This design comes from an exercise in tuning for small area on the open sky130 flow, not from production work. Where RTL was checked, it was by simulation tests only, not by an equivalence proof against the original. Function not checked in runs 2 and 4 to 6: the RTL went through the layout flow alone. Power figures rest on the tool's default switching activity, not on a simulated workload.

File: flow/flow/run.sh
#!/bin/bash
# The standard layout with three changes, none of them touching a register:
#  - port buffers are the smallest plain buffer (buffer_ports -buffer_cell buf_1);
#  - after the standard synthesis, inverters left around full-adder cells are removed
#    (flow/invopt.py);
#  - the gates between registers and adder cells are mapped again by ABC for area
#    (flow/remap.abc), with the adder cells and flip-flops kept as they are.
# Each rewritten netlist is used only if Yosys proves it equivalent to the standard
# synthesis's netlist. Each tool's output goes to a log file of its own in this folder.
set -euo pipefail
export BUFFER_PORTS_ARGS="-buffer_cell sky130_fd_sc_hd__buf_1"
R=orfs/results/${FLOW_PLATFORM}/disparity_filtering_system/base
O=orfs/objects/${FLOW_PLATFORM}/disparity_filtering_system/base
L=orfs/logs/${FLOW_PLATFORM}/disparity_filtering_system/base
LIB=$(ls ${FLOW_HOME}/platforms/${FLOW_PLATFORM}/lib/*tt_025C_1v80.lib | head -1)

bash standard.sh synth > synth.log 2>&1
cp $R/1_2_yosys.v synth_orig.v
sed "s/^module ${FLOW_TOP}(/module gold(/" synth_orig.v > eq_gold.v

# proves $1 equivalent to the standard netlist; log in $2
prove() {
    sed -E -e "s/^module ${FLOW_TOP}\(/module gate(/" -e 's/\b(_[0-9]+_|_invopt_[c0-9]+_)/x\1/g' "$1" > eq_gate.v
    cat > eq.ys <<EOS
read_liberty -ignore_miss_func $LIB
read_verilog eq_gold.v
read_verilog eq_gate.v
hierarchy -check
flatten
proc
opt_clean
async2sync
dffunmap
equiv_make gold gate eq
hierarchy -top eq
equiv_simple -seq 2
equiv_induct -seq 2
equiv_status -assert
EOS
    yosys -s eq.ys > "$2" 2>&1
}

use=synth_orig.v
if python3 flow/invopt.py synth_orig.v synth_inv.v > invopt.log 2>&1; then
    DONT_USE=$(grep -o -- "-dont_use [A-Za-z0-9_]*" $L/1_2_yosys.log | sort -u | tr '\n' ' ')
    cat > remap.ys <<EOS
read_liberty -ignore_miss_func $LIB
read_verilog synth_inv.v
hierarchy -top ${FLOW_TOP}
setattr -mod -set keep_hierarchy 1 sky130_fd_sc_hd__fa_* sky130_fd_sc_hd__ha_* sky130_fd_sc_hd__df* sky130_fd_sc_hd__edf*
flatten
opt_clean
select -module ${FLOW_TOP}
abc -script $(pwd)/flow/remap.abc -liberty $LIB ${DONT_USE} -constr $O/abc.constr
select -clear
opt_clean -purge
hilomap -singleton -hicell sky130_fd_sc_hd__conb_1 HI -locell sky130_fd_sc_hd__conb_1 LO
splitnets
opt_clean -purge
select ${FLOW_TOP}
write_verilog -noattr -noexpr -nohex -nodec -selected synth_remap.v
EOS
    if yosys -s remap.ys > remap.log 2>&1 && ! grep -q "^\s*assign" synth_remap.v && prove synth_remap.v equiv_remap.log; then
        use=synth_remap.v
    elif prove synth_inv.v equiv_inv.log; then
        use=synth_inv.v
    fi
fi
echo "netlist used: $use" >> invopt.log
if [[ $use != synth_orig.v ]]; then
    cp $use $R/1_2_yosys.v
    rm -f $R/1_synth.odb $R/1_synth.sdc
fi

bash standard.sh > standard.log 2>&1
File: flow/flow/invopt.py
#!/usr/bin/env python3
"""Remove inverters around full-adder cells in a Yosys-written sky130 netlist.

A full adder is self-dual: FA(~a, ~b, ~c) = (~cout, ~sum).  Synthesis often leaves
full adders whose inputs come from inverters and whose outputs feed inverters; flipping
such an adder's polarity removes those inverters.  Also collapses inverter pairs.
The netlist's function is unchanged; flip-flops are not touched.
usage: invopt.py in.v out.v
"""
import re, sys
from collections import defaultdict

src = open(sys.argv[1]).read()
m = re.search(r'^module\s+(\w+)\s*\((.*?)\);', src, re.S | re.M)
top = m.group(1)
body = src[m.end():src.rindex('endmodule')]

ports_in, ports_out = set(), set()
decl_lines = []
for line in body.split(';'):
    t = line.strip()
    mm = re.match(r'^(input|output|inout|wire)\s*(\[(\d+):(\d+)\])?\s*(\S+)$', t)
    if not mm:
        continue
    kind, rng, hi, lo, name = mm.groups()
    if kind in ('input', 'output', 'inout'):
        bits = [name] if not rng else ['%s[%d]' % (name, i) for i in range(int(lo), int(hi) + 1)]
        (ports_in if kind == 'input' else ports_out).update(bits)
if 'assign' in body:
    sys.exit('assign statements not handled')

cell_re = re.compile(r'^\s*(sky130_fd_sc_hd__\w+)\s+(\S+)\s*\((.*?)\);', re.S | re.M)
pin_re = re.compile(r'\.(\w+)\(\s*(.*?)\s*\)\s*(?:,|$)', re.S)
cells = {}
order = []
for mm in cell_re.finditer(body):
    typ, name, conns = mm.groups()
    pins = {}
    for p, n in pin_re.findall(conns.strip()):
        pins[p] = n.strip()
    cells[name] = {'type': typ, 'pins': pins}
    order.append(name)
first_cell = cell_re.search(body).start()
header = body[:first_cell]

OUTP = {'X', 'Y', 'Q', 'Q_N', 'COUT', 'SUM', 'HI', 'LO'}
def is_inv(c): return re.match(r'sky130_fd_sc_hd__(clk)?inv_\d+$', cells[c]['type']) is not None
def is_fa(c): return re.match(r'sky130_fd_sc_hd__fa_\d+$', cells[c]['type']) is not None

driver = {}
loads = defaultdict(set)
def rebuild():
    driver.clear(); loads.clear()
    for c, d in cells.items():
        for p, n in d['pins'].items():
            if p in OUTP:
                driver[n] = (c, p)
            else:
                loads[n].add((c, p))
rebuild()

new_id = [0]
new_wires = []
def fresh():
    new_id[0] += 1
    n = '_invopt_%d_' % new_id[0]
    new_wires.append(n)
    return n

def add_inv(a, y):
    new_id[0] += 1
    name = '_invopt_c%d_' % new_id[0]
    cells[name] = {'type': 'sky130_fd_sc_hd__inv_1', 'pins': {'A': a, 'Y': y}}
    order.append(name)
    driver[y] = (name, 'Y'); loads[a].add((name, 'A'))
    return name

def del_cell(c):
    for p, n in cells[c]['pins'].items():
        if p in OUTP:
            if driver.get(n) == (c, p): del driver[n]
        else:
            loads[n].discard((c, p))
    del cells[c]

def connect(c, p, n):
    old = cells[c]['pins'][p]
    loads[old].discard((c, p))
    cells[c]['pins'][p] = n
    loads[n].add((c, p))

def merge(y, n):
    """every load of net y now reads net n (y is not a port)"""
    for (c, p) in list(loads[y]):
        connect(c, p, n)

def inv_of(n):
    """an existing inverter output carrying ~n, or None"""
    for (c, p) in loads[n]:
        if is_inv(c) and cells[c]['pins']['Y'] not in ports_out:
            return cells[c]['pins']['Y']
    return None

def flip_gain(f):
    g = 0
    ins = [cells[f]['pins'][p] for p in ('A', 'B', 'CIN')]
    for n in set(ins):
        d = driver.get(n)
        if d and is_inv(d[0]):
            others = [l for l in loads[n] if l[0] != f]
            if not others and n not in ports_out:
                g += 1
        elif n.startswith("1'") or n.startswith("0'"):
            return -99
        else:
            if inv_of(n) is None:
                g -= 1
    for p in ('COUT', 'SUM'):
        n = cells[f]['pins'][p]
        invl = [c for (c, q) in loads[n] if is_inv(c) and cells[c]['pins']['Y'] not in ports_out]
        other = [l for l in loads[n] if l[0] not in invl] or (n in ports_out)
        g += len(invl)
        if other:
            g -= 1
    return g

def flip(f):
    for p in ('A', 'B', 'CIN'):
        n = cells[f]['pins'][p]
        d = driver.get(n)
        if d and is_inv(d[0]):
            src_n = cells[d[0]]['pins']['A']
            connect(f, p, src_n)
            if not loads[n] and n not in ports_out:
                del_cell(d[0])
        else:
            y = inv_of(n)
            if y is None:
                y = fresh(); add_inv(n, y)
            connect(f, p, y)
    for p in ('COUT', 'SUM'):
        n = cells[f]['pins'][p]
        nn = fresh()
        del driver[n]
        cells[f]['pins'][p] = nn
        driver[nn] = (f, p)
        for (c, q) in list(loads[n]):
            if c in cells and is_inv(c) and cells[c]['pins']['Y'] not in ports_out:
                y = cells[c]['pins']['Y']
                del_cell(c)
                merge(y, nn)
        if loads[n] or n in ports_out:
            add_inv(nn, n)

def collapse_pairs():
    changed = False
    for c in list(cells):
        if c not in cells or not is_inv(c): continue
        a = cells[c]['pins']['A']; y = cells[c]['pins']['Y']
        d = driver.get(a)
        if d and is_inv(d[0]) and y not in ports_out:
            src_n = cells[d[0]]['pins']['A']
            del_cell(c); merge(y, src_n)
            if not loads[a] and a not in ports_out:
                del_cell(d[0])
            changed = True
    return changed

before = sum(1 for c in cells if is_inv(c))
while True:
    changed = collapse_pairs()
    for f in list(cells):
        if f in cells and is_fa(f) and flip_gain(f) > 0:
            flip(f); changed = True
    if not changed:
        break
after = sum(1 for c in cells if is_inv(c))
# drop inverters with no load
for c in list(cells):
    if is_inv(c) and not loads[cells[c]['pins']['Y']] and cells[c]['pins']['Y'] not in ports_out:
        del_cell(c)
final = sum(1 for c in cells if is_inv(c))
sys.stderr.write('inverters: %d -> %d -> %d\n' % (before, after, final))

out = ['module %s(%s);' % (top, m.group(2).strip()), header.rstrip('\n')]
for w in new_wires:
    out.append('  wire %s;' % w)
for c in order:
    if c not in cells: continue
    d = cells[c]
    pins = ',\n'.join('    .%s(%s%s)' % (p, n, ' ' if n.startswith('\\') else '') for p, n in d['pins'].items())
    out.append('  %s %s (\n%s\n  );' % (d['type'], c, pins))
out.append('endmodule')
open(sys.argv[2], 'w').write(src[:m.start()] + '\n'.join(out) + '\n')
File: flow/flow/remap.abc
strash
&get -n
&dch -f
&nf -R 1000
&put
topo
dnsize -c
File: flow/standard.sh
#!/bin/bash
# synth_recipe.tcl (not shown) runs the flow's synth.tcl, then flattens the netlist and writes it again
# the make line also repeats each setting of config.mk as NAME=value (left out here)
make -C /OpenROAD-flow-scripts/flow DESIGN_CONFIG=/design/flow/config.mk WORK_HOME=/design/flow/orfs CLKGATE_MAP_FILE= SYNTH_SCRIPT=/design/flow/synth_recipe.tcl "${@:-finish}"
File: flow/config.mk
export PLATFORM = sky130hd
export DESIGN_NAME = disparity_filtering_system
export DESIGN_NICKNAME = disparity_filtering_system
export VERILOG_FILES = /design/flow/design.v
export SDC_FILE = /design/flow/constraint.sdc
export NUM_CORES = 4
export LEC_CHECK = 0
export ABC_AREA = 1
export CAP_MARGIN = 20
export CORE_MARGIN = 2
export CORE_UTILIZATION = 40
export CTS_BUF_LIST = sky130_fd_sc_hd__clkbuf_8
export GPL_TIMING_DRIVEN = 0
export SLEW_MARGIN = 20
File: flow/constraint.sdc
create_clock -name core_clock -period 9.0 [get_ports {clk}]
set_input_delay 1.8000 -clock core_clock [delete_from_list [all_inputs] [get_ports {clk}]]
set_output_delay 1.8000 -clock core_clock [all_outputs]
set_load 0.01 [all_outputs]
File: flow/design.v
package disp_pkg;
    localparam int BLK_W        = 16;
    localparam int BLK_H        = 16;
    localparam int BLK_SIZE     = BLK_W * BLK_H;      
    localparam int DEC          = 2;                  
    localparam int PIX_PER_BLK  = BLK_W / DEC;
    localparam int FRAME_W      = 32;
    localparam int LINE_LEN     = FRAME_W / DEC;      
    localparam int SEARCH_W     = 48;
    localparam int COORD_BITS   = 16;
    localparam int COL_BITS     = $clog2(BLK_W);
    localparam int ROW_CNT_BITS = $clog2(BLK_H + 1);
    localparam int PIX_CNT_BITS = $clog2(PIX_PER_BLK);
    localparam int POS_BITS     = $clog2(LINE_LEN);
    localparam int CLR_BITS     = $clog2(DEC + 1);
    localparam int DISP_BITS    = $clog2(SEARCH_W - BLK_W);
    localparam int CONF_BITS    = 8;
    localparam int DC_BITS      = CONF_BITS + DISP_BITS;
    localparam int WPROD_BITS   = CONF_BITS + CLR_BITS;
    localparam int TAPS         = 3;
    localparam int SUM_C_BITS   = 10;
    localparam int SUM_DC_BITS  = 15;
    localparam int FRAC_BITS    = 3;
    localparam int NUM_BITS     = SUM_DC_BITS + FRAC_BITS;   
    localparam int QUO_BITS     = 8;
    localparam int OUT_BITS     = CONF_BITS + QUO_BITS;
    localparam int DIV_LAT      = QUO_BITS + 1;       
    localparam int BLK_GAP      = PIX_PER_BLK + 1;
endpackage
import disp_pkg::*;
module disparity_filtering_system (
    input  logic                   clk,
    input  logic                   arst_n,
    input  logic [BLK_SIZE-1:0]    xors_in,
    input  logic [CONF_BITS-1:0]   confidence,
    input  logic [COORD_BITS-1:0]  min_coords,
    input  logic                   xors_valid,
    output logic [OUT_BITS-1:0]    disparity,     
    output logic                   disparity_valid,
    output logic                   overrun
);
    function automatic logic [1:0] fa(input logic a, input logic b, input logic c);
        fa = 2'(a) + 2'(b) + 2'(c);
    endfunction
    function automatic logic maj16(input logic [15:0] x);
        logic [1:0] f1, f2, f3, f4, f5, f6, f7, f8, f9, f10, f11;
        f1  = fa(x[0], x[1], x[2]);
        f2  = fa(x[3], x[4], x[5]);
        f3  = fa(x[6], x[7], x[8]);
        f4  = fa(x[9], x[10], x[11]);
        f5  = fa(x[12], x[13], x[14]);
        f6  = fa(f1[0], f2[0], f3[0]);
        f7  = fa(f4[0], f5[0], f6[0]);
        f8  = fa(f1[1], f2[1], f3[1]);
        f9  = fa(f4[1], f5[1], f6[1]);
        f10 = fa(f8[0], f9[0], f7[1]);
        f11 = fa(f8[1], f9[1], f10[1]);
        maj16 = f11[1] & (f11[0] | f10[0] | f7[0] | x[15]);
    endfunction
    function automatic logic [10:0] radd(input logic [9:0] a, input logic [9:0] b);
        logic cy;
        cy = 1'b0;
        for (int i = 0; i < 10; i++)
            {cy, radd[i]} = fa(a[i], b[i], cy);
        radd[10] = cy;
    endfunction
    function automatic logic [9:0] radd3(input logic [7:0] a, input logic [7:0] b,
                                         input logic [7:0] c);
        logic [7:0] s, k;
        for (int i = 0; i < 8; i++)
            {k[i], s[i]} = fa(a[i], b[i], c[i]);
        radd3 = 10'(radd(10'(s), {1'b0, k, 1'b0}));
    endfunction
    function automatic logic [7:0] wgt(input logic [1:0] m, input logic [7:0] c);
        case (m)
            2'b00:   wgt = c;
            2'b11:   wgt = 8'd0;
            default: wgt = {1'b0, c[7:1]};
        endcase
    endfunction
    function automatic logic [7:0] div3(input logic [9:0] x);
        logic [1:0] r;
        logic [2:0] t;
        logic [9:0] q;
        r = 2'd0;
        for (int i = 9; i >= 0; i--) begin
            t    = {r, x[i]};
            q[i] = (t >= 3'd3);
            r    = q[i] ? 2'(t - 3'd3) : t[1:0];
        end
        div3 = q[7:0];
    endfunction
    logic        busy;
    logic [2:0]  cnt;
    logic        lastpar;       
    logic        acc;
    logic        acc0, acc1;    
    logic [15:0] maj;
    assign acc  = xors_valid && !busy;
    assign acc0 = acc && lastpar;
    assign acc1 = acc && !lastpar;
    always_comb
        for (int c = 0; c < BLK_W; c++) begin
            logic [15:0] col;
            for (int r = 0; r < BLK_H; r++)
                col[r] = xors_in[r * BLK_W + c];
            maj[c] = maj16(col);
        end
    logic [15:0] m0, m1;
    logic [7:0]  c0, c1;
    logic [4:0]  d0, d1;
    logic [7:0]  hc;
    logic [4:0]  hd;
    logic [3:0]  hp;            
    always_ff @(posedge clk) begin
        if (acc0) begin
            m0 <= maj;
            c0 <= confidence;
            d0 <= min_coords[4:0];
        end
        if (acc1) begin
            m1 <= maj;
            c1 <= confidence;
            d1 <= min_coords[4:0];
            hc <= c0;
            hd <= d0;
            hp <= m0[15:12];
        end
    end
    logic        s0, spar;
    logic        orun, obpar;
    logic [3:0]  ocnt;
    logic        t9, t10, tpar;
    logic        dvalid;
    always_ff @(posedge clk or negedge arst_n) begin
        if (!arst_n) begin
            busy    <= 1'b0;
            overrun <= 1'b0;
            lastpar <= 1'b1;
            s0      <= 1'b0;
            orun    <= 1'b0;
            t9      <= 1'b0;
            t10     <= 1'b0;
            dvalid  <= 1'b0;
        end else begin
            if (xors_valid && busy)
                overrun <= 1'b1;
            if (acc) begin
                busy    <= 1'b1;
                lastpar <= !lastpar;
            end else if (busy && (cnt == 3'd7)) begin
                busy <= 1'b0;
            end
            s0 <= busy && (cnt == 3'd7);        
            if (s0)                             
                orun <= 1'b1;
            else if (ocnt == 4'd8)
                orun <= 1'b0;
            t9  <= orun && (ocnt == 4'd8);      
            t10 <= t9 && tpar;                  
            dvalid <= (orun && ((obpar && (ocnt == 4'd2)) || (ocnt >= 4'd3))) || t9 || t10;
        end
    end
    always_ff @(posedge clk) begin
        cnt  <= acc ? 3'd0 : cnt + 1'b1;
        ocnt <= s0 ? 4'd0 : ocnt + 1'b1;
    end
    always_ff @(posedge clk) begin
        if (busy && (cnt == 3'd7))
            spar <= lastpar;
        if (s0)
            obpar <= spar;
        if (orun && (ocnt == 4'd8))
            tpar <= obpar;
    end
    logic [1:0] w0, w1, w2, w3;
    logic [7:0] oc;
    logic [4:0] od;
    logic [15:0] msel;
    assign msel = obpar ? m1 : m0;
    always_ff @(posedge clk) begin
        w0 <= msel[{ocnt[2:0], 1'b0} +: 2];
        w1 <= w0;
        w2 <= w1;
        w3 <= w2;
        if (orun && (ocnt == 4'd2)) begin
            oc <= obpar ? c1 : c0;
            od <= obpar ? d1 : d0;
        end
    end
    logic [7:0] w6, w7, w8, w9;
    logic [8:0] b8;
    logic [9:0] dd7, dd8, x7, x8;
    logic       ge;
    logic [4:0] dl;
    assign w6  = wgt(hp[1:0], hc);
    assign w7  = wgt(hp[3:2], hc);
    assign w8  = wgt(m1[1:0], c1);
    assign w9  = wgt(m1[3:2], c1);
    assign b8  = 9'(radd(10'(w8), 10'(w9)));
    assign dd7 = radd3(w6, w7, w8);
    assign dd8 = 10'(radd(10'(w7), 10'(b8)));
    always_comb begin
        logic [5:0] df;
        logic [4:0] t;
        logic       cy;
        cy = 1'b1;
        for (int i = 0; i < 5; i++)
            {cy, df[i]} = fa(d1[i], !hd[i], cy);
        df[5] = cy;
        ge = df[5];
        t  = df[4:0] ^ {5{!ge}};
        cy = !ge;
        for (int i = 0; i < 5; i++)
            {cy, dl[i]} = fa(t[i], 1'b0, cy);
    end
    assign x7  = 10'(w8);
    assign x8  = 10'(b8);
    logic [3:0] mcnt;
    logic [9:0] ac7, ac8;
    logic [7:0] nq7, nq8;
    always_ff @(posedge clk) begin
        if (acc1)
            mcnt <= '0;
        else
            mcnt <= mcnt + 1'b1;
    end
    function automatic logic [17:0] mdstep(input logic [3:0] m, input logic [9:0] a,
                                           input logic [7:0] n, input logic [9:0] x,
                                           input logic [9:0] d, input logic [4:0] dl);
        logic [10:0] opa, opb;
        logic [11:0] sum;
        logic        dj, div;
        div = m[2] | m[3];
        case (m[1:0])
            2'd1:    dj = dl[2];
            2'd2:    dj = dl[3];
            2'd3:    dj = dl[4];
            default: dj = dl[1];
        endcase
        if (div) begin
            opa = {a, n[7]};
            opb = ~{1'b0, d};
        end else begin
            opa = (m[1:0] == 2'd0) ? {2'b0, (dl[0] ? x[9:1] : 9'd0)} : {1'b0, a};
            opb = dj ? {1'b0, x} : 11'd0;
        end
        begin
            logic cy;
            cy = div;
            for (int i = 0; i < 11; i++)
                {cy, sum[i]} = fa(opa[i], opb[i], cy);
            sum[11] = cy;
        end
        if (div) begin
            mdstep = {(sum[11] ? sum[9:0] : {a[8:0], n[7]}), n[6:0], sum[11]};
        end else if (m[1:0] == 2'd0) begin
            mdstep = {sum[10:1], sum[0], dl[0] & x[0], 6'd0};
        end else begin
            mdstep = {sum[10:1], sum[0], n[7:1]};
        end
    endfunction
    function automatic logic [17:0] mdstep8(input logic [3:0] m, input logic [9:0] a,
                                            input logic [7:0] n, input logic [9:0] x,
                                            input logic [9:0] d, input logic [4:0] dl);
        logic [10:0] opa, opb;
        logic [11:0] sum;
        logic        dj, div, first, cy;
        first = (m == 4'd0);
        div   = (m >= 4'd5);
        case (m[2:0])
            3'd1:    dj = dl[1];
            3'd2:    dj = dl[2];
            3'd3:    dj = dl[3];
            3'd4:    dj = dl[4];
            default: dj = dl[0];
        endcase
        if (div) begin
            opa = {a, n[7]};
            opb = ~{1'b0, d};
        end else begin
            opa = first ? 11'd0 : {1'b0, a};
            opb = dj ? {1'b0, x} : 11'd0;
        end
        cy = div;
        for (int i = 0; i < 11; i++)
            {cy, sum[i]} = fa(opa[i], opb[i], cy);
        sum[11] = cy;
        if (div)
            mdstep8 = {(sum[11] ? sum[9:0] : {a[8:0], n[7]}), n[6:0], sum[11]};
        else
            mdstep8 = {sum[10:1], sum[0], (first ? 7'd0 : n[7:1])};
    endfunction
    always_ff @(posedge clk) begin
        {ac7, nq7} <= mdstep(mcnt, ac7, nq7, x7, dd7, dl);
        {ac8, nq8} <= mdstep8(mcnt, ac8, nq8, x8, dd8, dl);
    end
    logic       xwin, lmask, rmask;
    logic [7:0] wl, wc, wr;
    logic [9:0] sc, val;
    logic [7:0] qx, nqs;
    logic [9:0] sc_q;
    logic       xwin_q, xsel_q;
    logic       p7, p8, lm;
    always_ff @(posedge clk) begin
        p7 <= orun && obpar && (ocnt == 4'd1);
        p8 <= p7;
        lm <= orun && !obpar && (ocnt == 4'd2);
    end
    assign xwin  = p7 || p8;
    assign lmask = lm;
    assign rmask = t10;
    assign wl    = lmask ? 8'd0 : wgt(w3, oc);
    assign wc    = wgt(w2, oc);
    assign wr    = rmask ? 8'd0 : wgt(w1, oc);
    assign sc    = radd3(wl, wc, wr);
    assign val   = p7 ? dd7 : (p8 ? dd8 : sc);
    always_ff @(posedge clk) begin
        sc_q   <= val;
        xwin_q <= xwin;
        xsel_q <= p8;
    end
    assign nqs = xsel_q ? nq8 : nq7;
    always_comb begin
        logic [7:0] t;
        logic       nz, cy;
        nz = xsel_q ? (ac8 != 10'd0) : (ac7 != 10'd0);
        t  = nqs ^ {8{!ge}};
        cy = !ge && !nz;
        for (int i = 0; i < 8; i++)
            {cy, qx[i]} = fa(t[i], (i >= 3) ? hd[i - 3] : 1'b0, cy);
    end
    assign disparity[15:8] = div3(sc_q);
    assign disparity[7:0]  = (sc_q == 10'd0) ? 8'd0 : (xwin_q ? qx : {od, 3'b000});
    assign disparity_valid = dvalid;
endmodule
==> flow_summary_export.csv, run 1 <==
group,metric,value,unit
run_status,status,"complete, no violations",
floorplan,die_y,185.6,µm
sta,tns,0,ns
power,p_leak,5.486,nW
route,wire_per_inst,16.44,µm
finish,area_growth,18.43,%
placed_design,placed_cell_area,15100,µm²
clock_network,clock_sinks,169,
route,totalWireLength,29980,µm
yosys,syn_area,13190,µm²
floorplan,rows,66,
finish,n_antenna_cell,0,
hold_path,hold_depth,0,
route,drt_iter0_markers,567,
hold_path,holdPathEnd,"w1[0]",
route,viasPerCell,5.014,
power,combPwrFrac,70.7,%
setup_path,cp.required,9.36,ns
finish,layoutNonFillerInstCount,1823,
placed_design,gp_congestion,0.8793,
yosys,synth_nets,1614,
sta,setup_viol,0,
setup_path,r2r-start,"d1[0]",
hold_path,min_from,"w0[0]",
clock_network,cts_tree,"built",
yosys,syn_inst,1044,
global_route,grt_max_degree,36,
global_route,grt_pass1_vias,9990,
yosys,synth_area_per_cell,12.64,µm²
route,ant_nets,0,
power,finalPower,6.236,mW
clock_network,cts-root-buf,"clkbuf_8",
setup_path,end_kind,"register",
floorplan,io_pins,301,
clock_network,clock_path_buffers,2,
floorplan,start_util,40.55,%
setup_path,r2r_setup_slack,0.33,ns
global_route,grt_pass1_wl,49540,µm
sta,period_share,96.32,%
finish,final_layout_size_suffix_gt1_share,6.734,%
finish,final_cell_mix,"buf_1, fa_1, nor2_1",
sta,grt_setup_unrepaired,"no",
power,intPower,3.293,mW
setup_path,critPathMaxStageDelay,0.44,ns
placed_design,hpwl,25490,µm
finish,nNetsFinal,1938,
sta,drv_slew,0,
power,p_sw_share,47.20,%
power,cellPowerDensity,399.1,nW/µm²
global_route,grt_usage,18.60,%
power,ir_drop,0.0003570,V
power,power.share.clock,8.1,%
setup_path,rr_worst_depth,31,
power,share_seq_of_total_power,21.1,%
route,dr.pass1.iters,5,
placed_design,place_ws,-0.8431,ns
route,via_count,9141,
setup_path,arrival,9.03,ns
sta,fin_ws,0.3310,ns
global_route,antenna_found_initial,2,
setup_path,crit_fanout,11,
sta,hold_viol_final,0,
clock_network,numCtsBuffers,17,
yosys,synth_warnings,1,
flow_run,cap_viol_max_count,0,
power,p_switching,2.944,mW
global_route,grt-ovfl-total,0,
finish,design_area,15630,µm²
setup_path,r2r_end,"ac8[6]",
clock_network,ctsHoldBuffers,0,
sta,worst_pin_slew,0.7697,ns
floorplan,fp.dieW,185.6,µm
sta,max_freq,0.1154,GHz
sta,clock_skew,0.02331,ns
setup_path,critical_path.most_common_cell,"fa_2",
clock_network,path_clk_slew,0.10,ns
sta,final.min_clock_period,8.669,ns
placed_design,dp.cells,1782,
floorplan,die_area,34450,µm²
route,drc_errors,0,
placed_design,port_buffers,289,
setup_path,worst_path_max_delay_cell,"fa_2",
clock_network,clkLatencyLatePin,0.47,ns
setup_path,worstSetupPathType,"register to register",
setup_path,worstSetupStartpointType,"register",
hold_path,min_path_type,"register to register",
sta,slew_headroom,48.63,%
finish,layout_commonest_cell,"buf_1",
clock_network,htreeDepth,4,
floorplan,core,32540,µm²
power by group through the flow:
stage | Combinational, mW | Clock (mW) | Sequential [mW]
after detailed placement | 4.22 | 0 | 1.34
final | 4.41 | 0.506 | 1.32
after global routing | 5.09 | 0.551 | 1.35
after floorplan | 3.10 | 0 | 1.27
after global placement | 4.06 | 0 | 1.34
after CTS | 4.39 | 0.524 | 1.32
per-layer routing:
| metal | track usage [%] | part of all wire [%] | vias to the layer above |
|---|---|---|---|
| met5 | 0 | 0.087 | - |
| met4 | 3.906 | 1.2 | 4 |
| met3 | 3.033 | 4.3 | 28 |
| met2 | 33.49 | 52 | 262 |
| met1 | 23.66 | 43 | 4524 |
| li1 | - | - | 4323 |
through the flow:
| stage | util, % | hold WS [ns] |
|---|---|---|
| finish | 48.02 | 0.3376 |
| global route | 48.02 | 0.3480 |
| CTS | 47.91 | 0.3435 |
| detailed placement | 46.41 | 0.3121 |
| global placement | 45.75 | 0.3151 |
| floorplan | - | 0.3096 |
state kept, by name, indices dropped and copies added (netlist names), 5 cells and up:
| register | count |
|---|---|
| ac7 | 10 |
| ac8 | 10 |
| c0 | 8 |
| c1 | 8 |
| d0 | 5 |
| d1 | 5 |
| hc | 8 |
| hd | 5 |
| m0 | 16 |
| m1 | 16 |
| nq7 | 8 |
| nq8 | 8 |
| oc | 8 |
| od | 5 |
| sc_q | 10 |
critical path, delay by kind of cell, from the launching register on:
| family | cells | cell delay [ns] |
|---|---|---|
| buffers and inverters | 2 | 0.25 |
| adders and majority gates | 19 | 6.47 |
| xor gates and xnor gates | 2 | 0.34 |
| AOI/OAI and AO/OA | 8 | 1.20 |
| DFF | 1 | 0.34 |
final cells by class:
| cell class | count | area [µm²] |
|---|---|---|
| clock buffer | 17 | 234.0 |
| tap | 442 | 553.0 |
| inverter | 70 | 262.8 |
| timing repair buffer | 305 | 1350 |
| fill | 3048 | 16910 |
| multi-input combinational | 805 | 8753 |
| clock inverter | 15 | 136.4 |
| sequential | 169 | 4335 |
how the worst max path moves through the flow:
stage	start	endpoint	slack (ns)	cells past startpoint
6_report	d1[0]	ac8[6]	0.33	31
5_1_grt	sc_q[8]	disparity[8]	0.01	34
4_1_cts	d1[0]	ac7[8]	0.02	32
3_5_place_dp	hd[0]	ac7[1]	-0.84	30
3_3_place_gp	mcnt[2]	ac8[5]	-1.76	19
2_1_floorplan	hd[0]	ac8[0]	0.0001	27
repair_timing:
action                     CTS  global route
buffers inserted             7             2
pin swaps                    3             8
setup endpoints to repair   22            22
gates resized for setup     13            15
==> run 2, diff against run 1 <==
--- a/flow/design.v
+++ b/flow/design.v
@@ -127,7 +127,7 @@
             hp <= m0[15:12];
         end
     end
-    logic        s0, spar;
+    logic        s0;
     logic        orun, obpar;
     logic [3:0]  ocnt;
     logic        t9, t10, tpar;
@@ -166,10 +166,8 @@
         ocnt <= s0 ? 4'd0 : ocnt + 1'b1;
     end
     always_ff @(posedge clk) begin
-        if (busy && (cnt == 3'd7))
-            spar <= lastpar;
         if (s0)
-            obpar <= spar;
+            obpar <= lastpar;       
         if (orun && (ocnt == 4'd8))
             tpar <= obpar;
     end
@@ -301,12 +299,11 @@
     logic [7:0] qx, nqs;
     logic [9:0] sc_q;
     logic       xwin_q, xsel_q;
+    assign xwin_q = p8 || xsel_q;      
     logic       p7, p8, lm;
-    always_ff @(posedge clk) begin
-        p7 <= orun && obpar && (ocnt == 4'd1);
-        p8 <= p7;
-        lm <= orun && !obpar && (ocnt == 4'd2);
-    end
+    assign p7 = orun && obpar && (ocnt == 4'd2);
+    assign p8 = orun && obpar && (ocnt == 4'd3);
+    assign lm = orun && !obpar && (ocnt == 4'd3);
     assign xwin  = p7 || p8;
     assign lmask = lm;
     assign rmask = t10;
@@ -317,7 +314,6 @@
     assign val   = p7 ? dd7 : (p8 ? dd8 : sc);
     always_ff @(posedge clk) begin
         sc_q   <= val;
-        xwin_q <= xwin;
         xsel_q <= p8;
     end
     assign nqs = xsel_q ? nq8 : nq7;
==> flow/flow/remap.abc (replaced) <==
strash
&get -n
&dch -f
&nf -R 1000
&put
strash
&get -n
&dch -f
&nf -R 1000
&put
topo
dnsize -c
--- a/flow/config.mk
+++ b/flow/config.mk
@@ -6,9 +6,9 @@
 export NUM_CORES = 4
 export LEC_CHECK = 0
 export ABC_AREA = 1
-export CAP_MARGIN = 20
+export CAP_MARGIN = 5
 export CORE_MARGIN = 2
 export CORE_UTILIZATION = 40
 export CTS_BUF_LIST = sky130_fd_sc_hd__clkbuf_8
 export GPL_TIMING_DRIVEN = 0
-export SLEW_MARGIN = 20
+export SLEW_MARGIN = 5
==> flow_summary_export.csv, run 2 <==
group,metric,value,unit
run_status,status,"complete, no violations",
global_route,grt_pass1_wl,48590,µm
setup_path,startpoint,"d1[0]",
sta,max_freq,0.1162,GHz
sta,hold_slack,0.3403,ns
finish,fill_cells,2933,
setup_path,cp_num_buf_inv,2,
global_route,grt_max_degree,34,
sta,clock_skew,0.01745,ns
clock_network,clock_sinks,164,
sta,drv_slew,0,
yosys,synth_nets,1597,
setup_path,critical_path.most_common_cell,"fa_2",
setup_path,critical-path-top-delay-family,"adder cells",
finish,multi_input_area,8772,µm²
sta,hold_viol_final,0,
yosys,synth_area_per_cell,12.69,µm²
setup_path,cp.required,9.40,ns
clock_network,cts_tree,"built",
setup_path,r2r_end,"ac8[5]",
finish,regArea,4225,µm²
floorplan,io_pins,301,
finish,final_cell_mix,"buf_1, fa_1, nor2_1",
global_route,antenna_found_initial,0,
hold_path,min_path_type,"register to register",
route,wire_per_inst,16.83,µm
clock_network,clock_path_buffers,2,
power,p_leak,5.503,nW
finish,post-route-util,47.81,%
setup_path,critPathMaxStageDelay,0.45,ns
clock_network,path_clk_slew,0.09,ns
floorplan,die_area,34040,µm²
yosys,synth_warnings,1,
floorplan,rows,66,
clock_network,htreeDepth,4,
finish,n_antenna_cell,0,
floorplan,core,32290,µm²
route,drc_errors,0,
floorplan,die_y,184.5,µm
finish,largestRegisters,"m0 x16, m1 x16",
sta,worst_pin_slew,1.092,ns
route,viasPerCell,5.043,
flow_run,cap_viol_max_count,0,
floorplan,fp.dieW,184.5,µm
sta,slew_headroom,27.19,%
route,drt_iter0_markers,482,
setup_path,r2r-start,"d1[0]",
setup_path,cp.depth,30,
placed_design,hpwl,25610,µm
setup_path,worstSetupStartpointType,"register",
setup_path,crit_fanout,4,
global_route,grt_pass1_vias,9615,
global_route,grt-ovfl-total,0,
power,cellPowerDensity,412.0,nW/µm²
yosys,syn_inst,1027,
floorplan,start_util,40.36,%
clock_network,clkLatencyLatePin,0.48,ns
setup_path,crit_end,"ac8[5]",
route,totalWireLength,30340,µm
finish,layout_commonest_cell,"buf_1",
placed_design,port_buffers,289,
setup_path,arrival,9.01,ns
power,ir_drop,0.0002355,V
clock_network,cts-root-buf,"clkbuf_8",
placed_design,gp_congestion,0.8905,
finish,nNetsFinal,1918,
sta,final.min_clock_period,8.606,ns
route,via_count,9092,
global_route,grt_usage,18.44,%
sta,tns,0,ns
setup_path,rr_worst_depth,30,
route,dr.pass1.iters,6,
setup_path,end_kind,"register",
clock_network,numCtsBuffers,17,
setup_path,r2r_setup_slack,0.39,ns
yosys,syn_area,13030,µm²
setup_path,worst_path_max_delay_cell,"fa_2",
sta,period_share,95.63,%
sta,setup_viol,0,
route,ant_nets,0,
finish,final_layout_size_suffix_gt1_share,6.907,%
clock_network,ctsHoldBuffers,0,
finish,area_growth,18.46,%
setup_path,worstSetupPathType,"register to register",
[run 2: what timing repair did]
item	CTS	global route
pin swaps	2	10
setup endpoints to repair	22	24
gates cloned	0	1
resized for setup	11	26
buffers inserted	5	2
hold endpoints to repair	0	0
[run 2: layout make-up]
class / count / share of cell area [%]
multi-input combinational: 807 / 56.82
sequential: 164 / 27.37
timing repair buffer: 302 / 8.372
tap: 442 / 3.582
clock buffer: 17 / 1.516
inverter: 56 / 1.362
clock inverter: 15 / 0.9806
[run 2: worst register-to-register path: cells and delay by family, from the launching register on]
kind | cells | cell delay [ns]
AOI/OAI and AO/OA | 7 | 1.12
and+or+nand+nor | 1 | 0.03
buffers and inverters | 2 | 0.28
DFF | 1 | 0.34
adders and majority gates | 19 | 6.63
xor gates and xnor gates | 1 | 0.15
[run 2: how the worst min path moves through the flow]
stage	cells after the start	to	from	slack, ns
finish	0	w1[1]	w0[1]	0.34
global route	0	w1[1]	w0[1]	0.36
CTS	0	w1[1]	w0[1]	0.34
detailed placement	0	w1[0]	w0[0]	0.32
global placement	0	w1[0]	w0[0]	0.32
floorplan	0	w1[0]	w0[0]	0.31
[run 2: report_power, final]
part | total [mW] | switching (mW) | internal (mW) | leakage (nW)
registers | 1.28 | 0.199 | 1.08 | 1.46
clock network | 0.535 | 0.326 | 0.209 | 0.192
logic | 4.54 | 2.49 | 2.05 | 3.85
[run 2: per-stage QoR]
step / cells / cell area, µm² / total power [mW] / setup slack [ns]
after detailed placement: 1762 / 14840 / 5.596 / -0.7857
after floorplan: 1027 / 13090 / 4.458 / -0.02281
after global routing: 1803 / 15440 / 7.098 / -0.01650
final: 1803 / 15440 / 6.361 / 0.3937
after CTS: 1799 / 15300 / 6.218 / 0.01553
after global placement: 1758 / 14720 / 5.473 / -2.090
[run 2: layer usage]
layer  routed length [µm]  vias up  global-route usage, %
met5                    0        -                      0
met1                12390     4500                  23.34
met3                 1283       34                  2.746
met4                  599        0                  5.024
li1                     -     4287                      -
met2                16070      271                  32.93
==> run 3, diff against run 2 <==
--- a/flow/design.v
+++ b/flow/design.v
@@ -301,9 +301,11 @@
     logic       xwin_q, xsel_q;
     assign xwin_q = p8 || xsel_q;      
     logic       p7, p8, lm;
-    assign p7 = orun && obpar && (ocnt == 4'd2);
-    assign p8 = orun && obpar && (ocnt == 4'd3);
-    assign lm = orun && !obpar && (ocnt == 4'd3);
+    always_ff @(posedge clk) begin
+        p7 <= orun && obpar && (ocnt == 4'd1);
+        p8 <= p7;
+        lm <= orun && !obpar && (ocnt == 4'd2);
+    end
     assign xwin  = p7 || p8;
     assign lmask = lm;
     assign rmask = t10;
==> flow/flow/remap.abc (replaced) <==
strash
&get -n
&dch -f
&nf -R 1000
&put
topo
dnsize -c
==> flow_summary_export.csv, run 3 <==
group,metric,value,unit
finish,area_growth,18.57,%
global_route,busiest_layer,"met2",
sta,fin_ws,0.3059,ns
finish,nNetsFinal,1935,
hold_path,hold_depth,0,
clock_network,clock_sinks,167,
finish,largestRegisters,"m0 x16, m1 x16",
global_route,antenna_found_initial,1,
placed_design,port_buffers,289,
sta,setup_viol,0,
floorplan,core,32450,µm²
setup_path,worstSetupPathType,"register to register",
hold_path,min_path_type,"register to register",
setup_path,critPathMaxStageDelay,0.47,ns
hold_path,holdPathEnd,"w1[1]",
floorplan,die_area,34300,µm²
yosys,synth_area_per_cell,12.62,µm²
sta,slew_headroom,13.39,%
power,cellPowerDensity,399.8,nW/µm²
placed_design,place_ws,-0.7752,ns
clock_network,numCtsBuffers,17,
global_route,grt_use_met2,34.44,%
setup_path,end_kind,"register",
yosys,synth_nets,1612,
setup_path,r2r_end,"ac8[0]",
clock_network,cts-root-buf,"clkbuf_8",
floorplan,start_util,40.47,%
floorplan,fp.dieW,185.2,µm
global_route,grt_pass1_wl,49070,µm
route,via_count,9138,
sta,worst_pin_slew,1.294,ns
setup_path,rr_worst_depth,30,
sta,drv_slew,0,
finish,final_cell_mix,"buf_1, fa_1, nor2_1",
hold_path,min_from,"w0[1]",
finish,regArea,4285,µm²
global_route,use_met3,3.264,%
setup_path,cp.required,9.41,ns
placed_design,hpwl,26170,µm
power,ir_drop,0.0002447,V
finish,final_layout_size_suffix_gt1_share,6.536,%
yosys,syn_inst,1041,
floorplan,rows,66,
floorplan,io_pins,301,
global_route,grt_pass1_vias,9691,
power,p_leak,5.473,nW
finish,layout_commonest_cell,"buf_1",
sta,clock_skew,0.01924,ns
finish,fill_cells,2983,
clock_network,clock_path_buffers,2,
sta,max_freq,0.1150,GHz
sta,period_share,96.60,%
clock_network,path_clk_slew,0.11,ns
global_route,grt-ovfl-total,0,
setup_path,worst_path_max_delay_cell,"fa_1",
setup_path,worstSetupStartpointType,"register",
sta,hold_viol_final,0,
setup_path,critical_path.most_common_cell,"fa_2",
finish,post-route-util,47.98,%
route,drc_errors,0,
sta,final.min_clock_period,8.694,ns
clock_network,clkLatencyLatePin,0.48,ns
route,ant_nets,0,
global_route,grt_max_degree,42,
route,drt_iter0_markers,524,
finish,multi_input_area,8791,µm²
global_route,grt_use_met1,22.87,%
setup_path,arrival,9.11,ns
setup_path,r2r-start,"hd[0]",
setup_path,crit_fanout,5,
setup_path,r2r_setup_slack,0.31,ns
yosys,synth_warnings,1,
floorplan,die_y,185.2,µm
clock_network,cts_tree,"built",
global_route,grt_usage,18.68,%
clock_network,htreeDepth,4,
flow_run,cap_viol_max_count,0,
route,dr.pass1.iters,5,
run_status,status,"complete, no violations",
route,viasPerCell,5.021,
route,wire_per_inst,16.94,µm
placed_design,gp_congestion,0.8476,
yosys,syn_area,13130,µm²
route,totalWireLength,30840,µm
[run 3: cell count changes in the layout (fill, tap and decap cells not counted), moves of 4 or more]
| cell | change |
|---|---|
| nand3_1 | -4 |
| o221ai_1 | +4 |
| o21ai_0 | +13 |
| clkinv_8 | +5 |
| o21ai_1 | -7 |
| nand2_1 | -25 |
| a31oi_1 | -5 |
| a21oi_1 | +4 |
| nor2_1 | +13 |
| nor2b_1 | +4 |
| a211o_1 | -12 |
| clkinv_1 | +8 |
[run 3: power breakdown]
group | internal (mW) | switching [mW]
Sequential | 1.10 | 0.211
Clock | 0.213 | 0.336
Combinational | 1.98 | 2.38
Total | 3.29 | 2.93
[run 3: layout make-up]
cell class                      count  share of cell area [%]
Antenna cell                        1                 0.01607
Clock buffer                       17                   1.503
Clock inverter                     15                   1.173
Inverter                           64                   1.543
Multi-Input combinational cell    811                   56.46
Sequential cell                   167                   27.52
Tap cell                          442                   3.552
Timing Repair Buffer              303                   8.236
[run 3: worst max-delay path by stage]
stage	start	endpoint	slack, ns	depth (start not counted)
detailed placement	hd[0]	ac8[7]	-0.78	29
finish	hd[0]	ac8[0]	0.31	30
floorplan	hd[0]	ac8[0]	0.005	29
global placement	mcnt[2]	nq8[0]	-2.00	18
CTS	hd[0]	ac8[0]	0.01	29
global route	sc_q[8]	disparity[8]	-0.003	32
[run 3: per-layer routing]
| layer | vias up | share of wire [%] |
|---|---|---|
| met5 | - | 0 |
| met4 | 0 | 0.94 |
| met3 | 25 | 4.3 |
| met2 | 243 | 54 |
| met1 | 4528 | 41 |
| li1 | 4342 | - |
[run 3: worst max-delay path, delay by kind of cell (launching register included)]
kind / cells / cell delay (ns)
fa+ha+maj: 19 / 6.67
compound gates: 6 / 0.94
flops: 1 / 0.41
xor+xnor: 2 / 0.29
buf+inv: 1 / 0.16
simple gates: 2 / 0.13
[run 3: metrics by stage]
stage / hold slack, ns / instance area (µm²) / power [mW] / cells / TNS (ns)
final: 0.3363 / 15570 / 6.225 / 1820 / 0
after global routing: 0.3428 / 15570 / 6.934 / 1819 / -0.003081
after CTS: 0.3393 / 15490 / 6.194 / 1816 / 0
after detailed placement: 0.3135 / 14980 / 5.523 / 1777 / -15.52
after global placement: 0.3174 / 14840 / 5.412 / 1772 / -29.98
after floorplan: 0.3096 / 13200 / 4.381 / 1041 / 0
[run 3: repair_timing]
action                                  in CTS  in global routing
resized for setup                            7                 11
hold buffers                                 0                  0
buffers inserted                             6                  3
cloned                                       1                  0
endpoints found under the setup margin      22                 23
pin swaps                                    2                  6
==> run 4, diff against run 3 <==
--- a/flow/design.v
+++ b/flow/design.v
@@ -171,14 +171,15 @@
         if (orun && (ocnt == 4'd8))
             tpar <= obpar;
     end
-    logic [1:0] w0, w1, w2, w3;
+    logic [1:0] w1, w2, w3;
+    logic [2:0] rdp;
     logic [7:0] oc;
     logic [4:0] od;
     logic [15:0] msel;
     assign msel = obpar ? m1 : m0;
+    assign rdp  = ocnt[2:0] - 3'd1;      
     always_ff @(posedge clk) begin
-        w0 <= msel[{ocnt[2:0], 1'b0} +: 2];
-        w1 <= w0;
+        w1 <= msel[{rdp, 1'b0} +: 2];
         w2 <= w1;
         w3 <= w2;
         if (orun && (ocnt == 4'd2)) begin
@@ -187,7 +188,7 @@
         end
     end
     logic [7:0] w6, w7, w8, w9;
-    logic [8:0] b8;
+    logic [8:0] s78;
     logic [9:0] dd7, dd8, x7, x8;
     logic       ge;
     logic [4:0] dl;
@@ -195,9 +196,9 @@
     assign w7  = wgt(hp[3:2], hc);
     assign w8  = wgt(m1[1:0], c1);
     assign w9  = wgt(m1[3:2], c1);
-    assign b8  = 9'(radd(10'(w8), 10'(w9)));
-    assign dd7 = radd3(w6, w7, w8);
-    assign dd8 = 10'(radd(10'(w7), 10'(b8)));
+    assign s78 = 9'(radd(10'(w7), 10'(w8)));
+    assign dd7 = 10'(radd(10'(w6), 10'(s78)));
+    assign dd8 = 10'(radd(10'(s78), 10'(w9)));
     always_comb begin
         logic [5:0] df;
         logic [4:0] t;
@@ -213,7 +214,7 @@
             {cy, dl[i]} = fa(t[i], 1'b0, cy);
     end
     assign x7  = 10'(w8);
-    assign x8  = 10'(b8);
+    assign x8  = 10'(w7);
     logic [3:0] mcnt;
     logic [9:0] ac7, ac8;
     logic [7:0] nq7, nq8;
@@ -301,11 +302,9 @@
     logic       xwin_q, xsel_q;
     assign xwin_q = p8 || xsel_q;      
     logic       p7, p8, lm;
-    always_ff @(posedge clk) begin
-        p7 <= orun && obpar && (ocnt == 4'd1);
-        p8 <= p7;
-        lm <= orun && !obpar && (ocnt == 4'd2);
-    end
+    assign p7 = orun && obpar && (ocnt == 4'd2);
+    assign p8 = orun && obpar && (ocnt == 4'd3);
+    assign lm = orun && !obpar && (ocnt == 4'd3);
     assign xwin  = p7 || p8;
     assign lmask = lm;
     assign rmask = t10;
@@ -321,12 +320,15 @@
     assign nqs = xsel_q ? nq8 : nq7;
     always_comb begin
         logic [7:0] t;
-        logic       nz, cy;
+        logic       nz, cy, neg;
+        logic [4:0] base;
         nz = xsel_q ? (ac8 != 10'd0) : (ac7 != 10'd0);
-        t  = nqs ^ {8{!ge}};
-        cy = !ge && !nz;
+        neg  = xsel_q ? ge : !ge;        
+        base = xsel_q ? d1 : hd;
+        t  = nqs ^ {8{neg}};
+        cy = neg && !nz;
         for (int i = 0; i < 8; i++)
-            {cy, qx[i]} = fa(t[i], (i >= 3) ? hd[i - 3] : 1'b0, cy);
+            {cy, qx[i]} = fa(t[i], (i >= 3) ? base[i - 3] : 1'b0, cy);
     end
     assign disparity[15:8] = div3(sc_q);
     assign disparity[7:0]  = (sc_q == 10'd0) ? 8'd0 : (xwin_q ? qx : {od, 3'b000});
==> flow/flow/remap.abc (replaced) <==
strash
&get -n
&dch -f
&nf -R 1000
&put
strash
&get -n
&dch -f
&nf -R 1000
&put
topo
dnsize -c
==> flow_summary_export.csv, run 4 <==
group,metric,value,unit
run_status,status,"complete, no violations",
route,dr.pass1.iters,5,
floorplan,rows,65,
setup_path,critical-path-top-delay-family,"adder cells",
floorplan,io_pins,301,
placed_design,hpwl,26570,µm
placed_design,gp_congestion,0.8898,
setup_path,worstSetupPathType,"register to register",
power,cellPowerDensity,419.3,nW/µm²
route,via_count,9136,
global_route,grt-ovfl-total,0,
finish,design_area,15250,µm²
global_route,antenna_found_initial,3,
global_route,grt_pass1_vias,9933,
global_route,grt_pass1_wl,50920,µm
sta,drv_slew,0,
sta,setup_viol,0,
flow_run,cap_viol_max_count,0,
clock_network,clkLatencyLatePin,0.48,ns
route,ant_nets,0,
finish,area_growth,18.38,%
clock_network,clock_sinks,162,
clock_network,ctsHoldBuffers,0,
clock_network,clock_path_buffers,2,
finish,nNetsFinal,1902,
route,wire_per_inst,17.99,µm
finish,fill_cells,2891,
placed_design,port_buffers,289,
clock_network,cts_tree,"built",
setup_path,critical_path.most_common_cell,"fa_2",
placed_design,placed_cell_area,14620,µm²
sta,final.min_clock_period,8.631,ns
finish,largestRegisters,"m0 x16, m1 x16",
finish,final_layout_size_suffix_gt1_share,7.032,%
setup_path,cp_num_buf_inv,2,
sta,hold_viol_final,0,
clock_network,htreeDepth,4,
route,drc_errors,0,
setup_path,worstSetupStartpointType,"register",
sta,hold_slack,0.3616,ns
setup_path,arrival,9.01,ns
clock_network,path_clk_slew,0.10,ns
global_route,grt_usage,19.60,%
route,drt_iter0_markers,451,
sta,clock_skew,0.01728,ns
floorplan,die_y,183.5,µm
global_route,grt_max_degree,48,
finish,layout_commonest_cell,"buf_1",
setup_path,cp.required,9.38,ns
route,viasPerCell,5.206,
hold_path,min_path_type,"register to register",
setup_path,crit_fanout,11,
floorplan,fp.dieW,183.5,µm
yosys,synth_nets,1579,
sta,max_freq,0.1159,GHz
floorplan,core,31640,µm²
sta,worst_pin_slew,1.270,ns
clock_network,numCtsBuffers,17,
power,p_leak,5.433,nW
yosys,syn_area,12890,µm²
yosys,synth_warnings,1,
power,ir_drop,0.0003407,V
setup_path,end_kind,"register",
yosys,syn_inst,1015,
floorplan,start_util,40.73,%
floorplan,die_area,33670,µm²
finish,final_cell_mix,"buf_1, fa_1, edfxtp_1",
yosys,synth_area_per_cell,12.70,µm²
sta,period_share,95.90,%
setup_path,critPathMaxStageDelay,0.45,ns
setup_path,worst_path_max_delay_cell,"fa_1",
route,totalWireLength,31580,µm
sta,slew_headroom,15.29,%
clock_network,cts-root-buf,"clkbuf_8",
==> run 4: final timing paths <==
check                       start       to  slack, ns  depth (start not counted)
min in group asynchronous  arst_n     busy       1.21                          1
setup / recovery            hd[0]   ac8[8]       0.37                         31
setup reg to reg            hd[0]   ac8[8]       0.37                         31
hold reg to reg             w1[0]    w2[0]       0.36                          0
hold / removal              w1[0]    w2[0]       0.36                          0
max in group asynchronous  arst_n  lastpar       7.46                          1
==> run 4: power breakdown <==
group          total, mW  leakage [nW]  switching [mW]  internal, mW
combinational       4.60          3.79            2.54          2.06
sequential          1.27          1.45           0.201          1.07
clock              0.529         0.202           0.318         0.210
==> run 4: layout make-up <==
class / count / area [µm²] / area share (%)
multi-input combinational: 791 / 8662 / 56.78
sequential: 162 / 4185 / 27.44
timing repair buffer: 304 / 1270 / 8.325
tap: 402 / 503.0 / 3.297
clock buffer: 17 / 234.0 / 1.534
inverter: 62 / 234.0 / 1.534
clock inverter: 15 / 161.4 / 1.058
antenna: 2 / 5.005 / 0.03281
==> run 4: metal layers <==
metal | GRT usage [%] | routed length (µm)
met5 | 0 | 17
met2 | 35.14 | 16580
met1 | 24.01 | 12690
met4 | 5.760 | 599
met3 | 3.764 | 1687
==> run 4: through the flow <==
step	utilization, %	worst slack [ns]	std cells	total power, mW	setup TNS, ns
global route	48.22	-0.05287	1755	7.167	-0.05287
floorplan	-	0.03871	1015	4.397	0
finish	48.22	0.3692	1755	6.397	0
CTS	47.84	0.05095	1746	6.243	0
global placement	45.80	-0.7787	1706	5.413	-13.45
detailed placement	46.21	-0.7750	1711	5.560	-14.39
==> run 4: what timing repair did <==
action | CTS | global route
pin swaps | 4 | 5
resized for setup | 18 | 23
buffers inserted | 3 | 7
endpoints found under the setup margin | 22 | 23
==> run 5, diff against run 4 <==
--- a/flow/design.v
+++ b/flow/design.v
@@ -295,7 +295,6 @@
         {ac8, nq8} <= mdstep8(mcnt, ac8, nq8, x8, dd8, dl);
     end
     logic       xwin, lmask, rmask;
-    logic [7:0] wl, wc, wr;
     logic [9:0] sc, val;
     logic [7:0] qx, nqs;
     logic [9:0] sc_q;
@@ -308,10 +307,29 @@
     assign xwin  = p7 || p8;
     assign lmask = lm;
     assign rmask = t10;
-    assign wl    = lmask ? 8'd0 : wgt(w3, oc);
-    assign wc    = wgt(w2, oc);
-    assign wr    = rmask ? 8'd0 : wgt(w1, oc);
-    assign sc    = radd3(wl, wc, wr);
+    always_comb begin
+        logic [1:0] zl, zc, zr, f1, f2, f3;
+        logic [2:0] k;
+        logic [1:0] n2;
+        logic [6:0] h;
+        logic [9:0] p0, p1, p2;
+        logic [9:0] ss, cc;
+        zl = lmask ? 2'b00 : ~w3;
+        zc = ~w2;
+        zr = rmask ? 2'b00 : ~w1;
+        f1 = fa(zl[0], zl[1], zc[0]);
+        f2 = fa(zc[1], zr[0], zr[1]);
+        f3 = fa(f1[0], f2[0], 1'b0);
+        k  = 3'(f3[0]) + 3'({f3[1], 1'b0}) + 3'({f1[1], 1'b0}) + 3'({f2[1], 1'b0});
+        n2 = fa(&zl, &zc, &zr);
+        h  = oc[7:1];
+        p0 = {3'b0, h & {7{k[0]}}};
+        p1 = {2'b0, h & {7{k[1]}}, n2[0] & oc[0]};
+        p2 = {1'b0, h & {7{k[2]}}, n2[1] & oc[0], 1'b0};
+        for (int i = 0; i < 10; i++)
+            {cc[i], ss[i]} = fa(p0[i], p1[i], p2[i]);
+        sc = 10'(radd(ss, {cc[8:0], 1'b0}));
+    end
     assign val   = p7 ? dd7 : (p8 ? dd8 : sc);
     always_ff @(posedge clk) begin
         sc_q   <= val;
==> flow_summary_export.csv, run 5 <==
group,metric,value,unit
run_status,status,"complete, no violations",
power,finalPower,6.135,mW
global_route,grt_pass1_vias,9785,
yosys,syn_area,12800,µm²
hold_path,hold_depth,0,
yosys,synth_warnings,1,
sta,period_share,95.73,%
power,ir_drop,0.0002327,V
clock_network,numCtsBuffers,17,
clock_network,clock_path_buffers,2,
finish,design_area,15140,µm²
setup_path,cp.required,9.37,ns
route,drc_errors,0,
route,totalWireLength,30520,µm
power,cellPowerDensity,405.2,nW/µm²
sta,drv_slew,0,
finish,area_growth,18.32,%
global_route,grt_max_degree,44,
placed_design,gp_congestion,0.8840,
clock_network,cts_tree,"built",
yosys,syn_inst,1015,
finish,fill_cells,2901,
sta,worst_pin_slew,1.122,ns
global_route,grt_pass1_wl,49220,µm
power,p_leak,5.399,nW
sta,max_freq,0.1161,GHz
sta,setup_viol,0,
sta,final.min_clock_period,8.616,ns
finish,nNetsFinal,1900,
floorplan,io_pins,301,
setup_path,r2r_setup_slack,0.38,ns
setup_path,r2r-start,"d1[0]",
setup_path,worstSetupPathType,"register to register",
sta,slew_headroom,24.89,%
yosys,synth_nets,1581,
floorplan,start_util,40.55,%
clock_network,path_clk_slew,0.10,ns
hold_path,min_from,"w1[1]",
sta,tns,0,ns
hold_path,holdPathEnd,"w2[1]",
finish,layout_commonest_cell,"buf_1",
global_route,grt_usage,19.03,%
route,wire_per_inst,17.44,µm
setup_path,worst_path_max_delay_cell,"fa_1",
route,ant_nets,0,
clock_network,ctsHoldBuffers,0,
sta,clock_skew,0.02156,ns
clock_network,cts-root-buf,"clkbuf_8",
route,dr.pass1.iters,5,
floorplan,core,31560,µm²
setup_path,critical_path.most_common_cell,"fa_2",
setup_path,worstSetupStartpointType,"register",
clock_network,clock_sinks,162,
setup_path,end_kind,"register",
setup_path,r2r_end,"ac7[8]",
yosys,synth_area_per_cell,12.61,µm²
finish,final_layout_size_suffix_gt1_share,6.310,%
global_route,grt-ovfl-total,0,
global_route,antenna_found_initial,1,
clock_network,htreeDepth,4,
finish,multi_input_area,8635,µm²
sta,grt_setup_unrepaired,"no",
floorplan,rows,65,
placed_design,hpwl,25890,µm
setup_path,arrival,8.98,ns
setup_path,crit_fanout,11,
sta,hold_slack,0.3739,ns
sta,hold_viol_final,0,
flow_run,cap_viol_max_count,0,
finish,final_cell_mix,"buf_1, fa_1, nor2_1",
route,via_count,8994,
route,viasPerCell,5.139,
route,drt_iter0_markers,521,
floorplan,die_y,182.9,µm
placed_design,placed_cell_area,14510,µm²
finish,largestRegisters,"m0 x16, m1 x16",
floorplan,fp.dieW,182.9,µm
setup_path,critPathMaxStageDelay,0.46,ns
floorplan,die_area,33440,µm²
finish,post-route-util,47.98,%
hold_path,min_path_type,"register to register",
finish,regArea,4185,µm²
clock_network,clkLatencyLatePin,0.48,ns
setup_path,rr_worst_depth,32,
placed_design,port_buffers,289,
-- run 5: worst max path at each step --
stage / start / to / slack, ns / cells after the start
finish: d1[0] / ac7[8] / 0.38 / 32
detailed placement: d1[0] / ac8[5] / -0.58 / 31
global route: hd[0] / ac7[8] / 0.009 / 31
floorplan: d1[0] / ac7[8] / 0.005 / 32
CTS: d1[0] / ac8[8] / 0.005 / 32
global placement: d1[0] / ac8[8] / -0.63 / 32
-- run 5: through the flow --
stage | instances | setup WS (ns)
after floorplan | 1015 | 0.004679
after global routing | 1750 | 0.009491
after detailed placement | 1709 | -0.5827
after global placement | 1706 | -0.6282
after CTS | 1748 | 0.005286
final | 1750 | 0.3844
-- run 5: what timing repair did --
action,CTS,global route
gates resized for setup,17,14
endpoints found under the setup margin,22,22
pin swaps,6,4
gates cloned,1,0
setup buffers,6,0
-- run 5: per-layer routing --
metal | up-vias | routed length, µm | track usage, %
met4 | 0 | 711 | 5.920
met1 | 4476 | 12210 | 22.70
met2 | 250 | 16170 | 34.80
met3 | 44 | 1427 | 3.634
li1 | 4224 | - | -
met5 | - | 0 | 0
-- run 5: final cells by class --
type | count | area share [%]
Clock buffer | 18 | 1.636
Clock inverter | 14 | 1.049
Inverter | 49 | 1.215
Sequential cell | 162 | 27.64
Antenna cell | 1 | 0.01653
Multi-Input combinational cell | 805 | 57.03
Tap cell | 402 | 3.322
Timing Repair Buffer | 299 | 8.090
-- run 5: worst max-delay path, delay by kind of cell (launching register included) --
family | cells | cell delay [ns]
compound gates | 8 | 1.26
fa+ha+maj | 19 | 6.41
buf+inv | 3 | 0.22
flops | 1 | 0.36
simple gates | 2 | 0.26
-- run 5: report_power, final --
group          switching [mW]  leakage, nW  internal (mW)  total [mW]
clock                   0.323        0.207          0.218       0.541
sequential              0.194         1.45           1.07        1.26
combinational            2.41         3.75           1.92        4.33
==> run 6, diff against run 5 <==
--- a/flow/config.mk
+++ b/flow/config.mk
@@ -10,5 +10,7 @@
 export CORE_MARGIN = 2
 export CORE_UTILIZATION = 40
 export CTS_BUF_LIST = sky130_fd_sc_hd__clkbuf_8
+export CTS_CLUSTER_DIAMETER = 120
+export CTS_CLUSTER_SIZE = 22
 export GPL_TIMING_DRIVEN = 0
 export SLEW_MARGIN = 5
==> flow_summary_export.csv, run 6 <==
group,metric,value,unit
sta,clock_skew,0.02156,ns
finish,area_growth,18.32,%
finish,regArea,4185,µm²
finish,final_layout_size_suffix_gt1_share,6.310,%
sta,final.min_clock_period,8.616,ns
floorplan,fp.dieW,182.9,µm
finish,nNetsFinal,1900,
clock_network,clkLatencyLatePin,0.48,ns
sta,setup_viol,0,
floorplan,rows,65,
run_status,status,"complete, no violations",
clock_network,ctsHoldBuffers,0,
global_route,grt_pass1_vias,9785,
finish,post-route-util,47.98,%
finish,fill_cells,2901,
yosys,synth_area_per_cell,12.61,µm²
global_route,grt_pass1_wl,49220,µm
sta,worst_pin_slew,1.122,ns
yosys,synth_nets,1581,
clock_network,clock_path_buffers,2,
sta,hold_slack,0.3739,ns
global_route,grt_usage,19.03,%
setup_path,end_kind,"register",
clock_network,path_clk_slew,0.10,ns
clock_network,cts-root-buf,"clkbuf_8",
route,ant_nets,0,
finish,layout_commonest_cell,"buf_1",
route,viasPerCell,5.139,
yosys,syn_inst,1015,
power,p_leak,5.399,nW
sta,grt_setup_unrepaired,"no",
hold_path,min_path_type,"register to register",
placed_design,gp_congestion,0.8840,
clock_network,htreeDepth,4,
setup_path,worstSetupPathType,"register to register",
floorplan,start_util,40.55,%
sta,hold_viol_final,0,
route,totalWireLength,30520,µm
yosys,synth_warnings,1,
route,dr.pass1.iters,5,
route,wire_per_inst,17.44,µm
finish,largestRegisters,"m0 x16, m1 x16",
route,drc_errors,0,
sta,drv_slew,0,
hold_path,min_from,"w1[1]",
finish,final_cell_mix,"buf_1, fa_1, nor2_1",
yosys,syn_area,12800,µm²
placed_design,dp.cells,1709,
setup_path,r2r-start,"d1[0]",
global_route,grt_max_degree,44,
floorplan,die_y,182.9,µm
sta,slew_headroom,24.89,%
setup_path,worst_path_max_delay_cell,"fa_1",
route,via_count,8994,
sta,max_freq,0.1161,GHz
route,drt_iter0_markers,521,
placed_design,place_ws,-0.5827,ns
setup_path,crit_fanout,11,
setup_path,worstSetupStartpointType,"register",
global_route,antenna_found_initial,1,
sta,fin_ws,0.3844,ns
setup_path,critical_path.most_common_cell,"fa_2",
global_route,grt-ovfl-total,0,
power,ir_drop,0.0002327,V
clock_network,cts_tree,"built",
setup_path,startpoint,"d1[0]",
floorplan,die_area,33440,µm²
sta,period_share,95.73,%
power,cellPowerDensity,405.2,nW/µm²
flow_run,cap_viol_max_count,0,
floorplan,io_pins,301,
clock_network,numCtsBuffers,17,
floorplan,core,31560,µm²
sta,tns,0,ns
placed_design,port_buffers,289,
setup_path,arrival,8.98,ns
setup_path,critPathMaxStageDelay,0.46,ns
setup_path,cp.required,9.37,ns
finish,layoutNonFillerInstCount,1750,
clock_network,clock_sinks,162,
placed_design,hpwl,25890,µm
finish,multi_input_area,8635,µm²
-- run 6: worst paths after layout --
check / endpoint / slack [ns] / cells after the start
max in group asynchronous: lastpar / 7.45 / 1
min in group asynchronous: overrun / 1.21 / 1
hold reg to reg: w2[1] / 0.37 / 0
setup / recovery: ac7[8] / 0.38 / 32
setup reg to reg: ac7[8] / 0.38 / 32
hold / removal: w2[1] / 0.37 / 0
-- run 6: critical path, delay by kind of cell (launching register included) --
kind,cells,cell delay [ns]
AOI/OAI and AO/OA,8,1.26
adders and majority gates,19,6.41
buffers and inverters,3,0.22
and+or+nand+nor,2,0.26
DFF,1,0.36
-- run 6: final cells by class --
cell class | count | share of cell area [%]
Antenna cell | 1 | 0.01653
Clock buffer | 18 | 1.636
Clock inverter | 14 | 1.049
Inverter | 49 | 1.215
Multi-Input combinational cell | 805 | 57.03
Sequential cell | 162 | 27.64
Tap cell | 402 | 3.322
Timing Repair Buffer | 299 | 8.090
-- run 6: timing repair --
action                     4_1_cts  5_1_grt
pin swaps                        6        4
cloned                           1        0
setup endpoints to repair       22       22
setup buffers                    6        0
hold endpoints to repair         0        0
gates resized for setup         17       14
-- run 6: per-layer routing --
metal / GRT usage, % / vias up / wire (µm)
met5: 0 / - / 0
met4: 5.920 / 0 / 711
met3: 3.634 / 44 / 1427
met2: 34.80 / 250 / 16170
met1: 22.70 / 4476 / 12210
li1: - / 4224 / -
-- run 6: metrics by stage --
stage                     cell area [µm²]  power, mW
after floorplan                     12830      4.347
after global placement              14420      5.301
after detailed placement            14510      5.432
after CTS                           15060      6.151
after global routing                15140      6.867
final                               15140      6.135
-- run 6: power breakdown --
| part | total (mW) | internal (mW) | switching [mW] |
|---|---|---|---|
| sequential | 1.26 | 1.07 | 0.194 |
| combinational | 4.33 | 1.92 | 2.41 |
| clock | 0.541 | 0.218 | 0.323 |

static timing again, ports no longer ideal:
How much do the figures lean on ideal ports? The routed layouts below were timed once more, with nothing changed but the port constraints.
Step 1, drivers: a clkbuf_16 drives clk and a buf_2 each remaining input, both assumed.
Step 2 times the ports against the registers' clock, not the clock port: input delays grow and output delays shrink by t, the midpoint of the rising clock arrivals with the driver on.
Slacks: ideal ports / drivers / drivers and shift; pairs: ideal ports / drivers.
run | t, ns | setup slack, ns | hold slack, ns | clock arrival spread, ns | worst data-port slew with drivers (ns)
run 1 | 0.501 | 0.331 / 0.331 / 0.331 | 0.338 / 0.338 / 0.338 | 0.024 / 0.024 | 0.11
run 2 | 0.509 | 0.394 / 0.394 / 0.394 | 0.340 / 0.340 / 0.340 | 0.018 / 0.018 | 0.10
run 3 | 0.510 | 0.306 / 0.306 / 0.306 | 0.336 / 0.336 / 0.336 | 0.024 / 0.025 | 0.12
run 4 | 0.514 | 0.369 / 0.369 / 0.369 | 0.362 / 0.362 / 0.362 | 0.018 / 0.017 | 0.11
run 5 | 0.512 | 0.384 / 0.384 / 0.384 | 0.374 / 0.374 / 0.374 | 0.022 / 0.022 | 0.08
run 6 | 0.512 | 0.384 / 0.384 / 0.384 | 0.374 / 0.374 / 0.374 | 0.022 / 0.022 | 0.08
After both steps setup and hold are still met in every run listed.
